Source: an optimization exercise on an open RTL-to-GDS flow (aim: small area, a short achievable clock period and few clock cycles per item). Production flows keep margins and buffers that such runs may drop. Function was checked by simulation only, so behaviour that the tests miss may differ from the original. Power figures rest on the tool's default switching activity, not on a simulated workload.

## run 1
## qpsk_mimo_modulator
module qpsk_mimo_modulator #(
    parameter int R_W = 16,
    parameter int Y_W = 20
) (
    input  logic              i_clk,
    input  logic              i_reset_n,
    input  logic              i_r_load,
    input  logic [20*R_W-1:0] i_r,
    input  logic              i_bit_vld,
    input  logic              i_bit,
    output logic              o_bit_rdy,
    output logic              o_vld,
    input  logic              i_rdy,
    output logic [8*Y_W-1:0]  o_y_hat,
    output logic              o_busy
);
    logic [9:0][15:0] ra, rb;
    logic [2:0]       p;           
    logic [2:0]       cnt;         
    logic [6:0]       col;         
    logic [7:0]       x;           
    logic             xv;          
    logic             win;         
    logic             fin;         
    logic             vld;
    logic             rdy;
    logic             busy;
    logic             p0;          
    logic       p7, act, acc, acc8, wr_lo;
    logic [7:3] wr_d;
    logic       xv_n, win_n, vld_n;
    logic [2:0] p_n, cnt_n;
    assign p7    = (p == 3'd7);
    assign act   = (p0 & xv) | win;
    assign acc   = i_bit_vld & rdy;
    assign acc8  = acc & (cnt == 3'd7);
    assign wr_lo = win & (p == 3'd2) & ~vld;
    always_comb
        for (int d = 3; d < 8; d++) wr_d[d] = win & (p == 3'(d));
    assign p_n   = i_r_load ? 3'd0 : p + 3'd1;
    assign cnt_n = acc ? cnt + 3'd1 : cnt;
    assign xv_n  = acc8 | (xv & ~(win & p7));
    assign win_n = act & ~p7 & ~((p == 3'd2) & vld);
    assign vld_n = fin | (vld & ~i_rdy);
    assign o_bit_rdy = rdy;
    assign o_vld     = vld;
    assign o_busy    = busy;
    always_ff @(posedge i_clk or negedge i_reset_n) begin
        if (!i_reset_n) begin
            p    <= '0;
            p0   <= 1'b1;
            cnt  <= '0;
            xv   <= 1'b0;
            win  <= 1'b0;
            fin  <= 1'b0;
            vld  <= 1'b0;
            rdy  <= 1'b1;
            busy <= 1'b0;
        end else begin
            p    <= p_n;
            p0   <= (p_n == 3'd0);
            cnt  <= cnt_n;
            xv   <= xv_n;
            win  <= win_n;
            fin  <= win & p7;
            vld  <= vld_n;
            busy <= xv_n | (win & p7) | vld_n;
            rdy  <= (cnt_n != 3'd7) | ~xv_n | (win_n & (p_n == 3'd7));
        end
    end
  ...
For scale: roughly 1400 cells after synthesis, about 570 flip-flops, roughly 490 I/O pins, about 21000 sq um of cells after synthesis.
Settings: LEC_CHECK=0, ABC_AREA=1, CAP_MARGIN=50, CORE_MARGIN=2, CORE_UTILIZATION=70, CTS_BUF_LIST=sky130_fd_sc_hd__clkbuf_16, CTS_CLUSTER_DIAMETER=100, CTS_CLUSTER_SIZE=25, PLACE_DENSITY=0.75, SLEW_MARGIN=60; clock period 12.0 ns.
standard.sh (not shown) runs the stock make flow with config.mk's settings and CLKGATE_MAP_FILE= SYNTH_SCRIPT=/design/flow/synth_recipe.tcl, a recipe that flattens the netlist after the stock synthesis.
==> flow/flow/run.sh <==
#!/bin/bash
# Standard ORFS layout (the standard.sh) with two changes to how it is built:
#  - ports are buffered with buf_1 cells instead of the resizer's default pick
#  - timing repair aims for 8.4 ns of setup slack beyond the SDC's (the SDC is unchanged)
export BUFFER_PORTS_ARGS="-buffer_cell sky130_fd_sc_hd__buf_1"
export SETUP_SLACK_MARGIN=8.4
bash standard.sh > standard.log 2>&1
Run 1 reached the end of the flow, and the finished layout is clean on the timing, DRC and antenna checks.
Testbench counts of run 1, summed over its fixed seeds: cycles 4,448, items 512.
[inputs] run 2 vs run 1
- GPL_ROUTABILITY_DRIVEN: unset -> 0
- CORE_UTILIZATION: 70 -> 60
- PLACE_DENSITY: 0.75 -> unset
## What came out
- The met3 track demand over resource of run 2 is higher than that of run 1.
- The clock skew of run 2 exceeds that of run 1 by 0.017 ns.
- Of run 1 and run 2, the run reporting the lower combinational group share of total power was run 1.
- The post-route fraction of the period consumed by the critical path on run 2 is in line with that on run 1.
- From run 2 to run 1, fraction of the mapped netlist area in simple logic gates did not move at all.
- Compared to run 1, run 2 has post-detailed-placement half-perimeter wirelength 1.0 mm higher.
- Compared with run 1, run 2 improves worst-case setup margin in the final layout.
Modified inputs, run 3 compared to run 2
- removing ABC_AREA (formerly 1)
- removing GPL_ROUTABILITY_DRIVEN (formerly 0)
==> flow/flow/run.sh <==
#!/bin/bash
# Standard ORFS layout (the standard.sh) with two changes to how it is built:
#  - ports are buffered with buf_1 cells instead of the resizer's default pick
#  - timing repair aims for 8.5 ns of setup slack beyond the SDC's (the SDC is unchanged)
export BUFFER_PORTS_ARGS="-buffer_cell sky130_fd_sc_hd__buf_1"
export SETUP_SLACK_MARGIN=8.5
bash standard.sh > standard.log 2>&1
[summary]
Run 3 ended with less total iterations of the first detailed-routing run than run 2.
Lower synthesized cell count among run 3 and run 2: run 3
[run 3 vs run 2] multiplexer fraction of the synthesized cell area: higher in run 3
[compare] base=run 2 new=run 3: synthesized-area fraction occupied by and/or/nand/nor cells dropped 0.77 points; actual slew at the worst max-slew pin increased 0.042 ns; reported leakage power moved up.
Run 3 completed every stage of the flow, and the final layout passed the timing, DRC and antenna checks.
Input changes introduced in run 4 (baseline for comparison: run 3):
==> flow/flow/run.sh <==
#!/bin/bash
# Standard ORFS layout (the standard.sh) with two changes to how it is built:
#  - ports are buffered with buf_1 cells instead of the resizer's default pick
#  - timing repair aims for 8.3 ns of setup slack beyond the SDC's (the SDC is unchanged)
export BUFFER_PORTS_ARGS="-buffer_cell sky130_fd_sc_hd__buf_1"
export SETUP_SLACK_MARGIN=8.3
bash standard.sh > standard.log 2>&1
==> comparison <==
Between run 4 and run 3, the clock share of power figures differ only marginally.
Clock-pin transition on the worst setup and hold timing paths of run 4 is on par with run 3.
Compared run 4 vs run 3, and area of combinational cells with multiple inputs is down in run 4.
In the metrics for run 3 and run 4, the one carrying the higher area growth from synthesis to layout is run 3.
Worst setup slack in run 4 vs run 3: down 0.021 ns
Compared with run 3, run 4 shows net switching fraction of the power higher by 0.31 points.
Highest attainable clock frequency: run 4 vs run 3 down 0.59%

[afterwards: timing with drivers on the ports]
Ports are ideal in the flow. The routed layouts listed here were re-timed in OpenROAD. Step 1: set_driving_cell puts a clkbuf_16 on i_clk and a buf_2 on each other input, an assumption about the parent block. Step 2 times the ports against the registers' clock, not the clock port: input delays grow and output delays shrink by t, the midpoint of the rising clock arrivals with the driver on. Three values: ideal ports, drivers, drivers and shift; two values: the first two.
run | shift t [ns] | setup slack, ns | hold WS [ns] | clock arrival spread, ns | worst data-port slew with drivers (ns)
run 1 | 0.604 | 8.381 / 8.330 / 7.874 | 0.355 / 0.355 / 0.355 | 0.017 / 0.016 | 0.11
run 2 | 0.608 | 8.397 / 8.346 / 7.863 | 0.346 / 0.346 / 0.346 | 0.031 / 0.032 | 0.12
run 3 | 0.614 | 8.388 / 8.332 / 8.033 | 0.345 / 0.345 / 0.345 | 0.030 / 0.030 | 0.11
run 4 | 0.615 | 8.366 / 8.310 / 7.805 | 0.345 / 0.345 / 0.345 | 0.033 / 0.033 | 0.11
After both steps setup and hold are still met in every run listed. The setup slack of run 4, which loses most, moves by -0.056 ns with the drivers and by -0.561 ns with both steps.
